This is an optimization exercise on Yosys and OpenROAD, whose aim is small area, not a production implementation. Function was checked by simulation only, so behaviour that the tests miss may differ from the original. The clock port is modelled as an ideal driver; clocking choices that lean on that would not hold on a real chip. Power and IR drop assume default switching activity.

==> inputs of wip/pepper <==
// coinc_top
module coinc_top #(
	parameter int CNT_W       = 16
) (
	input  logic                                     clk_in,
	input  logic                                     rst_in,
	input  logic [19:0]                              pins,      
	input  logic [135:0]                             cfg,       
	output logic                                     trig,
	output logic [coinc_pkg::NUM_GRP-1:0]            tag,
	output logic                                     logic_match,
	output logic [coinc_pkg::NUM_GRP*CNT_W-1:0]      cnt        
);
==> module hit_frontend, before the edit <==
module hit_frontend (
	input  logic                               clk_in,
	input  logic                               rst_in,
	input  coinc_pkg::hit_pins_t               pins,
	input  coinc_pkg::coinc_cfg_t              cfg,
	output coinc_pkg::hit_vec_t                hit_sync,
	output logic                               busy,
	output logic [coinc_pkg::NUM_CH-1:0][7:0]  ch_dly
);
	coinc_pkg::hit_vec_t   hit_sel;      
	coinc_pkg::hit_vec_t   hit_s1;       
	logic [1:0] busy_sel;
	logic       busy_s1;                 
	logic [7:0] diff_m1;
	assign hit_sel = ~cfg.hit_mask &
		((~cfg.hit_ab_sel & ~pins.hit_a_n) | (cfg.hit_ab_sel & ~pins.hit_b_n));
	assign busy_sel = ~cfg.busy_mask &
		((~cfg.busy_ab_sel & ~pins.busy_a_n) | (cfg.busy_ab_sel & ~pins.busy_b_n));
	always_ff @(posedge clk_in) begin
		if (rst_in) begin
			hit_s1   <= '0;
			hit_sync <= '0;
			busy_s1  <= 1'b0;
			busy     <= 1'b0;
		end else begin
			hit_s1   <= hit_sel;    
			hit_sync <= hit_s1;
			busy_s1  <= |busy_sel;  
			busy     <= busy_s1;
		end
	end
	logic [8:0] bw;       
	assign bw[0] = 1'b1;
	for (genvar k = 0; k < 8; k++) begin : g_dm
		assign diff_m1[k] = cfg.acd_csi_diff[k] ^ bw[k];
		assign bw[k+1]    = bw[k] & ~cfg.acd_csi_diff[k];
	end
	for (genvar i = 0; i < coinc_pkg::NUM_CH; i++) begin : g_dly
		logic [8:0] c;
		if (i == coinc_pkg::CH_ACD_TOP || i == coinc_pkg::CH_ACD_SEC || i == coinc_pkg::CH_ACD_SID) begin : g_acd
			assign c[0] = 1'b0;
			for (genvar k = 0; k < 8; k++) begin : g_b
				assign ch_dly[i][k] = cfg.ch_align[i][k] ^ diff_m1[k] ^ c[k];
				assign c[k+1] = (cfg.ch_align[i][k] & diff_m1[k]) | (cfg.ch_align[i][k] & c[k]) | (diff_m1[k] & c[k]);
			end
		end else begin : g_cal
			assign c = '0;
			assign ch_dly[i] = cfg.ch_align[i];
		end
	end
endmodule
==> module hit_aligner, before the edit <==
module hit_aligner #(
	parameter bit ZERO_IS_256 = 1'b0   
) (
	input  logic       clk_in,
	input  logic       rst_in,
	input  logic       hit,
	input  logic [7:0] dly,
	input  logic [7:0] full,      
	output logic       hit_aln
);
	logic [8:0] st;   
	logic [7:0] sel;  
	logic       zero;
	logic       pre;
	assign zero = ZERO_IS_256 && (dly == 8'd0);
	assign sel  = dly | {8{zero}};
	assign st[8] = hit;
	for (genvar k = 7; k >= 0; k--) begin : g_st
		logic [(1<<k)-1:0] sr;
		if (k == 0) begin : g_one
			always_ff @(posedge clk_in)
				sr <= st[k+1];
		end else begin : g_many
			always_ff @(posedge clk_in)
				sr <= {sr[(1<<k)-2:0], st[k+1]};
		end
		assign st[k] = sel[k] ? (sr[(1<<k)-1] & full[k]) : st[k+1];
	end
	always_ff @(posedge clk_in)
		pre <= st[0];
	always_ff @(posedge clk_in) begin
		if (rst_in)
			hit_aln <= 1'b0;
		else
			hit_aln <= (ZERO_IS_256 && !zero) ? st[0] : (pre & full[0]);
	end
endmodule
==> module coinc_top, before the edit <==
module coinc_top #(
	parameter int CNT_W       = 16
) (
	input  logic                                     clk_in,
	input  logic                                     rst_in,
	input  logic [19:0]                              pins,      
	input  logic [135:0]                             cfg,       
	output logic                                     trig,
	output logic [coinc_pkg::NUM_GRP-1:0]            tag,
	output logic                                     logic_match,
	output logic [coinc_pkg::NUM_GRP*CNT_W-1:0]      cnt        
);
	coinc_pkg::hit_pins_t              pins_s;
	coinc_pkg::coinc_cfg_t             cfg_s;
	coinc_pkg::grp_vec_t               tag_s;
	logic [coinc_pkg::NUM_GRP-1:0][CNT_W-1:0] cnt_s;
	assign pins_s = pins;
	assign cfg_s  = cfg;
	assign tag    = tag_s;
	assign cnt    = cnt_s;
	coinc_pkg::hit_vec_t               hit_sync;
	coinc_pkg::hit_vec_t               hit_aln;
	logic                   busy;
	logic [coinc_pkg::NUM_CH-1:0][7:0] ch_dly;
	logic                   timer_load, timer_done;
	logic [7:0]             timer_len;
	logic                   seed_clr, seed_en, eval_en, fire;
	coinc_pkg::grp_vec_t               grp_res;
	logic [7:0]             age;
	hit_frontend u_front (.clk_in, .rst_in, .pins(pins_s), .cfg(cfg_s), .hit_sync, .busy, .ch_dly);
	always_ff @(posedge clk_in) begin
		if (rst_in)
			age <= '0;
		else if (!age[7])
			age <= age + 8'd1;
	end
	logic [7:0] full;   
	assign full[7] = age[7];
	for (genvar k = 6; k >= 0; k--) begin : g_full
		assign full[k] = full[k+1] | age[k];
	end
	for (genvar i = 0; i < coinc_pkg::NUM_CH; i++) begin : g_aln
		hit_aligner #(
			.ZERO_IS_256(!(i == coinc_pkg::CH_ACD_TOP || i == coinc_pkg::CH_ACD_SEC || i == coinc_pkg::CH_ACD_SID))
		) u_aln (
			.clk_in,
			.rst_in,
			.hit     (hit_sync[i]),
			.dly     (ch_dly[i]),
			.full,
			.hit_aln (hit_aln[i])
		);
	end
	window_timer u_timer (.clk_in, .rst_in, .timer_load, .timer_len, .timer_done);
	coinc_sequencer u_seq (
		.clk_in, .rst_in,
		.hit_start (|hit_aln),   
		.timer_done, .cfg(cfg_s),
		.timer_load, .seed_clr, .seed_en, .eval_en, .fire, .timer_len
	);
	seed_logic u_seed (
		.clk_in, .rst_in, .seed_clr, .seed_en, .eval_en,
		.hit_aln, .cfg(cfg_s), .grp_res, .logic_match
	);
	trigger_prescaler #(.CNT_W(CNT_W)) u_presc (
		.clk_in, .rst_in, .fire, .busy, .grp_res, .cfg(cfg_s), .trig, .tag(tag_s), .cnt(cnt_s)
	);
endmodule
clock: 6.0 ns
lec_check: 0
abc_area: 1
cap_margin: 20
core_margin: 2
core_utilization: 70
slew_margin: 20
standard.sh (not shown) runs the stock make flow with config.mk's settings and CLKGATE_MAP_FILE= SYNTH_SCRIPT=/design/flow/synth_recipe.tcl, a recipe that flattens the netlist after the stock synthesis.
==> flow/flow/run.sh <==
#!/bin/bash
# Standard ORFS layout (the standard.sh) with these changes:
# - synthesis is the standard flow's own script (synth_recipe.tcl) with an area-oriented
#   ABC script (flow/synth.tcl, flow/abc_area_nf.script) and no adder cells;
# - the port buffers are the smallest buffer cell;
# - the clock tree uses larger sink clusters and no dummy loads, and after
#   CTS flow/post_cts.tcl splits any clock net whose sinks see a slew over
#   CLK_SPLIT_SLEW_PS.
set -euo pipefail
export FLOW_WORK="$PWD"
export FLOW_ABC_SCRIPT="$PWD/flow/abc_area_nf.script"
export CLK_SPLIT_SLEW_PS=118
CTS="-sink_clustering_enable -repair_clock_nets -dont_use_dummy_load"
CTS="$CTS -sink_clustering_size 32 -sink_clustering_max_diameter 80"
bash standard.sh \
	"SYNTH_SCRIPT=$PWD/flow/synth.tcl" \
	"ADDER_MAP_FILE=" \
	"BUFFER_PORTS_ARGS=-buffer_cell sky130_fd_sc_hd__buf_1" \
	"CTS_ARGS=$CTS" \
	"POST_CTS_TCL=$PWD/flow/post_cts.tcl" \
	finish > flow_make.log 2>&1
==> flow/flow/abc_area_nf.script <==
strash
&get -n
&fraig -x
&put
scorr
dc2
strash
&get -n
&dch -f
&nf -R 1000 -p
&put
==> flow/flow/post_cts.tcl <==
# Split clock buffer nets whose sinks see too slow a slew: half of the loads
# (cut along the longer side of the net's box) move to a new buffer of the
# same type, driven from the same net as the original, so every sink keeps
# the same number of buffers to the root.
set clk_split_limit [expr {[info exists ::env(CLK_SPLIT_SLEW_PS)] ? $::env(CLK_SPLIT_SLEW_PS) : 100}]
set clk_split_n 0

proc clk_split_net_slew {net} {
  set worst 0.0
  foreach it [$net getITerms] {
    if {[$it isOutputSignal]} { continue }
    set pin [get_pins [[$it getInst] getName]/[[$it getMTerm] getName]]
    foreach e {rise fall} {
      set s [expr {[sta::time_ui_sta [get_property $pin slew_max_$e]] * 1e12}]
      if {$s > $worst} { set worst $s }
    }
  }
  return $worst
}

proc clk_split_one {net} {
  global clk_split_n
  set block [ord::get_db_block]
  set drv ""
  set loads {}
  foreach it [$net getITerms] {
    if {[$it isOutputSignal]} { set drv $it } else { lappend loads $it }
  }
  if {$drv eq "" || [llength $loads] < 2} { return 0 }
  set binst [$drv getInst]
  set master [$binst getMaster]
  set a [$binst findITerm A]
  if {$a eq "NULL" || $a eq ""} { return 0 }
  set parent [$a getNet]
  set xs {}; set ys {}
  set pts {}
  foreach it $loads {
    set bb [[$it getInst] getBBox]
    set x [expr {([$bb xMin] + [$bb xMax]) / 2}]
    set y [expr {([$bb yMin] + [$bb yMax]) / 2}]
    lappend pts [list $x $y $it]
    lappend xs $x; lappend ys $y
  }
  set xs [lsort -integer $xs]; set ys [lsort -integer $ys]
  set axis [expr {([lindex $xs end] - [lindex $xs 0]) >= ([lindex $ys end] - [lindex $ys 0]) ? 0 : 1}]
  set pts [lsort -integer -index $axis $pts]
  set half [expr {[llength $pts] / 2}]
  set moved [lrange $pts $half end]
  set sx 0; set sy 0
  foreach p $moved { incr sx [lindex $p 0]; incr sy [lindex $p 1] }
  set cx [expr {$sx / [llength $moved]}]
  set cy [expr {$sy / [llength $moved]}]
  incr clk_split_n
  set name "clksplit_${clk_split_n}_[$binst getName]"
  set nb [odb::dbInst_create $block $master $name]
  $nb setLocation $cx $cy
  $nb setPlacementStatus PLACED
  set nn [odb::dbNet_create $block "net_$name"]
  $nn setSigType CLOCK
  [$nb findITerm A] connect $parent
  [$nb findITerm X] connect $nn
  foreach p $moved {
    set it [lindex $p 2]
    $it disconnect
    $it connect $nn
  }
  return 1
}

for {set pass 0} {$pass < 12} {incr pass} {
  estimate_parasitics -placement
  set todo {}
  foreach net [[ord::get_db_block] getNets] {
    if {[$net getSigType] ne "CLOCK"} { continue }
    set drv ""
    foreach it [$net getITerms] { if {[$it isOutputSignal]} { set drv $it } }
    if {$drv eq ""} { continue }
    if {![string match "*clkbuf*" [[[$drv getInst] getMaster] getName]]} { continue }
    set s [clk_split_net_slew $net]
    if {$s <= $clk_split_limit} { continue }
    # a net whose own driver sees too slow a slew is left until its parent is fixed
    set a [[$drv getInst] findITerm A]
    set ain [get_pins [[$drv getInst] getName]/A]
    set sin 0.0
    foreach e {rise fall} {
      set v [expr {[sta::time_ui_sta [get_property $ain slew_max_$e]] * 1e12}]
      if {$v > $sin} { set sin $v }
    }
    if {$sin > $clk_split_limit} { continue }
    lappend todo $net
  }
  puts "clock split pass $pass: [llength $todo] net(s) over $clk_split_limit ps"
  if {[llength $todo] == 0} { break }
  foreach net $todo { clk_split_one $net }
  detailed_placement
}
estimate_parasitics -placement

==> flow/flow/synth.tcl <==
# The standard flow's synthesis script (synth_recipe.tcl in the work folder) run as it is,
# except that its ABC step uses flow/abc_area_nf.script, an area-oriented
# mapping, in place of ORFS's script.
proc abc {args} {
  set i [lsearch -exact $args -script]
  if {$i >= 0} { lset args [expr {$i + 1}] $::env(FLOW_ABC_SCRIPT) }
  yosys abc {*}$args
}
source $::env(FLOW_WORK)/synth_recipe.tcl
==> wip/umber (differences from wip/pepper) <==
--- a/flow/design.v
+++ b/flow/design.v
@@ -42,3 +42,3 @@
 	localparam logic [31:0] UBS_DIV_BITS = {4'd11, 4'd10, 4'd9, 4'd8, 4'd7, 4'd6, 4'd5, 4'd0};
-	typedef enum logic [2:0] {IDLE = 3'b000, SEED = 3'b001, EVAL = 3'b011, FIRE = 3'b010, HOLD = 3'b110, RELEASE = 3'b100} seq_state_t;   
+	typedef enum logic [2:0] {IDLE, SEED, EVAL, FIRE, HOLD, RELEASE} seq_state_t;
 endpackage
@@ -91,4 +91,7 @@
 		end else begin : g_cal
-			assign c = '0;
-			assign ch_dly[i] = cfg.ch_align[i];
+			assign c[0] = 1'b1;
+			for (genvar k = 0; k < 8; k++) begin : g_b
+				assign ch_dly[i][k] = cfg.ch_align[i][k] ^ c[k];
+				assign c[k+1] = c[k] & ~cfg.ch_align[i][k];
+			end
 		end
@@ -97,5 +100,3 @@
 `timescale 1ns/100ps
-module hit_aligner #(
-	parameter bit ZERO_IS_256 = 1'b0   
-) (
+module hit_aligner (
 	input  logic       clk_in,
@@ -108,7 +109,3 @@
 	logic [8:0] st;   
-	logic [7:0] sel;  
-	logic       zero;
 	logic       pre;
-	assign zero = ZERO_IS_256 && (dly == 8'd0);
-	assign sel  = dly | {8{zero}};
 	assign st[8] = hit;
@@ -123,11 +120,12 @@
 		end
-		assign st[k] = sel[k] ? (sr[(1<<k)-1] & full[k]) : st[k+1];
+		assign st[k] = dly[k] ? (sr[(1<<k)-1] & full[k]) : st[k+1];
 	end
-	always_ff @(posedge clk_in)
-		pre <= st[0];
 	always_ff @(posedge clk_in) begin
-		if (rst_in)
+		if (rst_in) begin
+			pre     <= 1'b0;
 			hit_aln <= 1'b0;
-		else
-			hit_aln <= (ZERO_IS_256 && !zero) ? st[0] : (pre & full[0]);
+		end else begin
+			pre     <= st[0];
+			hit_aln <= pre;
+		end
 	end
@@ -388,5 +386,3 @@
 	for (genvar i = 0; i < coinc_pkg::NUM_CH; i++) begin : g_aln
-		hit_aligner #(
-			.ZERO_IS_256(!(i == coinc_pkg::CH_ACD_TOP || i == coinc_pkg::CH_ACD_SEC || i == coinc_pkg::CH_ACD_SID))
-		) u_aln (
+		hit_aligner u_aln (
 			.clk_in,
==> flow/flow/run.sh (replaced) <==
#!/bin/bash
# Standard ORFS layout (the standard.sh, standard synthesis unchanged) with
# three changes: the port buffers are the smallest buffer cell, the clock tree
# uses larger sink clusters and no dummy loads, and after CTS flow/post_cts.tcl
# splits any clock net whose sinks see a slew over CLK_SPLIT_SLEW_PS.
set -euo pipefail
export CLK_SPLIT_SLEW_PS=115
CTS="-sink_clustering_enable -repair_clock_nets -dont_use_dummy_load"
CTS="$CTS -sink_clustering_size 32 -sink_clustering_max_diameter 60"
bash standard.sh \
	"BUFFER_PORTS_ARGS=-buffer_cell sky130_fd_sc_hd__buf_1" \
	"CTS_ARGS=$CTS" \
	"POST_CTS_TCL=$PWD/flow/post_cts.tcl" \
	finish > flow_make.log 2>&1
--- a/flow/config.mk
+++ b/flow/config.mk
@@ -7,3 +7,2 @@
 export LEC_CHECK = 0
-export ABC_AREA = 1
 export CAP_MARGIN = 20
removed: flow/flow/abc_area_nf.script
removed: flow/flow/synth.tcl
==> wip/lagoon (differences from wip/pepper) <==
--- a/flow/design.v
+++ b/flow/design.v
@@ -91,4 +91,7 @@
 		end else begin : g_cal
-			assign c = '0;
-			assign ch_dly[i] = cfg.ch_align[i];
+			assign c[0] = 1'b1;
+			for (genvar k = 0; k < 8; k++) begin : g_b
+				assign ch_dly[i][k] = cfg.ch_align[i][k] ^ c[k];
+				assign c[k+1] = c[k] & ~cfg.ch_align[i][k];
+			end
 		end
@@ -97,5 +100,3 @@
 `timescale 1ns/100ps
-module hit_aligner #(
-	parameter bit ZERO_IS_256 = 1'b0   
-) (
+module hit_aligner (
 	input  logic       clk_in,
@@ -108,7 +109,3 @@
 	logic [8:0] st;   
-	logic [7:0] sel;  
-	logic       zero;
 	logic       pre;
-	assign zero = ZERO_IS_256 && (dly == 8'd0);
-	assign sel  = dly | {8{zero}};
 	assign st[8] = hit;
@@ -123,11 +120,12 @@
 		end
-		assign st[k] = sel[k] ? (sr[(1<<k)-1] & full[k]) : st[k+1];
+		assign st[k] = dly[k] ? (sr[(1<<k)-1] & full[k]) : st[k+1];
 	end
-	always_ff @(posedge clk_in)
-		pre <= st[0];
 	always_ff @(posedge clk_in) begin
-		if (rst_in)
+		if (rst_in) begin
+			pre     <= 1'b0;
 			hit_aln <= 1'b0;
-		else
-			hit_aln <= (ZERO_IS_256 && !zero) ? st[0] : (pre & full[0]);
+		end else begin
+			pre     <= st[0];
+			hit_aln <= pre;
+		end
 	end
@@ -388,5 +386,3 @@
 	for (genvar i = 0; i < coinc_pkg::NUM_CH; i++) begin : g_aln
-		hit_aligner #(
-			.ZERO_IS_256(!(i == coinc_pkg::CH_ACD_TOP || i == coinc_pkg::CH_ACD_SEC || i == coinc_pkg::CH_ACD_SID))
-		) u_aln (
+		hit_aligner u_aln (
 			.clk_in,
==> flow/flow/run.sh (replaced) <==
#!/bin/bash
# Standard ORFS layout (the standard.sh and its synthesis script) with
# these changes: Yosys leaves adders to ABC (no adder cell mapping; ABC_AREA
# is set in config.mk), the port buffers are the smallest buffer cell, the
# clock tree uses larger sink clusters and no dummy loads, and after CTS
# flow/post_cts.tcl splits any clock net whose sinks see a slew over
# CLK_SPLIT_SLEW_PS.
set -euo pipefail
export CLK_SPLIT_SLEW_PS=115
CTS="-sink_clustering_enable -repair_clock_nets -dont_use_dummy_load"
CTS="$CTS -sink_clustering_size 32 -sink_clustering_max_diameter 60"
bash standard.sh \
	"ADDER_MAP_FILE=" \
	"BUFFER_PORTS_ARGS=-buffer_cell sky130_fd_sc_hd__buf_1" \
	"CTS_ARGS=$CTS" \
	"POST_CTS_TCL=$PWD/flow/post_cts.tcl" \
	finish > flow_make.log 2>&1
removed: flow/flow/abc_area_nf.script
removed: flow/flow/synth.tcl
==> wip/quartz (differences from wip/pepper) <==
--- a/flow/design.v
+++ b/flow/design.v
@@ -125,9 +125,10 @@
 	end
-	always_ff @(posedge clk_in)
-		pre <= st[0];
 	always_ff @(posedge clk_in) begin
-		if (rst_in)
+		if (rst_in) begin
+			pre     <= 1'b0;
 			hit_aln <= 1'b0;
-		else
-			hit_aln <= (ZERO_IS_256 && !zero) ? st[0] : (pre & full[0]);
+		end else begin
+			pre     <= st[0];
+			hit_aln <= (ZERO_IS_256 && !zero) ? st[0] : pre;
+		end
 	end
--- a/flow/flow/run.sh
+++ b/flow/flow/run.sh
@@ -11,5 +11,5 @@
 export FLOW_ABC_SCRIPT="$PWD/flow/abc_area_nf.script"
-export CLK_SPLIT_SLEW_PS=118
+export CLK_SPLIT_SLEW_PS=115
 CTS="-sink_clustering_enable -repair_clock_nets -dont_use_dummy_load"
-CTS="$CTS -sink_clustering_size 32 -sink_clustering_max_diameter 80"
+CTS="$CTS -sink_clustering_size 32 -sink_clustering_max_diameter 60"
 bash standard.sh \
==> results.txt <==
| quantity | wip/quartz | wip/lagoon | wip/umber | wip/pepper |
|---|---|---|---|---|
| Area fraction in compound gates after synthesis | 3.379% | 2.576% | 2.538% | 3.399% |
| Placement-stage cell area | 50220 um^2 | 51250 um^2 | 51550 um^2 | 50270 um^2 |
| Worst path arrival time | 5.75 ns | 5.17 ns | 5.13 ns | 5.80 ns |
| GRT met1 Usage | 27.96% | 28.38% | 28.97% | 27.88% |
| CP max FO | 7 | 11 | 4 | 7 |
| Power drawn by the sequential cells | 15.5 mW | 15.4 mW | 15.1 mW | 15.4 mW |
| Crit path kind | input pin to register | register to register | input pin to register | input pin to register |
| Run status | no timing/DRC/antenna violations | no timing/DRC/antenna violations | no timing/DRC/antenna violations | no timing/DRC/antenna violations |
| Setup ws final | 0.6221 ns | 1.243 ns | 1.257 ns | 0.6242 ns |
| Crit path launch type | input pin | register | input pin | input pin |
| Slowest cell on crit path | buf_1 | clkinv_1 | fa_1 | maj3_1 |
| Number of warnings reported in the yosys synthesis log | 10 | 9 | 9 | 10 |
| Cell row count | 96 | 97 | 97 | 96 |
| Worst Max-Slew Pin Slew | 0.9828 ns | 0.7902 ns | 1.030 ns | 1.004 ns |

==> afterwards: timing with drivers on the ports <==
The flow's constraints put no driver on any port. The routed layouts listed below were extracted and timed again, unchanged, in two steps.
Step 1 sets driving cells, clkbuf_16 on the clock port and buf_2 on the other inputs (assumed; they add their load-dependent delay and slew).
Step 2, shift: input delay + t, output delay - t, t = (earliest + latest rising clock arrival at the registers) / 2. This alone moves slack from input paths to output paths.
a / b / c = no drivers / after step 1 / after step 2; a / b = the first two.
run | t, ns | slack for setup (ns) | worst setup path after step 2 | worst slew at a driven data input, ns | cell pins on the clock port's net
wip/pepper | 0.627 | 0.624 / 0.703 / 0.076 | input to register | 0.15 | 4
wip/umber | 0.603 | 1.257 / 1.342 / 0.739 | input to register | 0.10 | 4
wip/lagoon | 0.615 | 1.243 / 1.243 / 1.243 | register to register | 0.11 | 4
wip/quartz | 0.620 | 0.622 / 0.710 / 0.090 | input to register | 0.15 | 4
After both steps every run listed still meets setup and hold. For wip/pepper, which loses most, drivers alone change the setup slack by +0.079 ns; drivers and shift together by -0.548 ns.
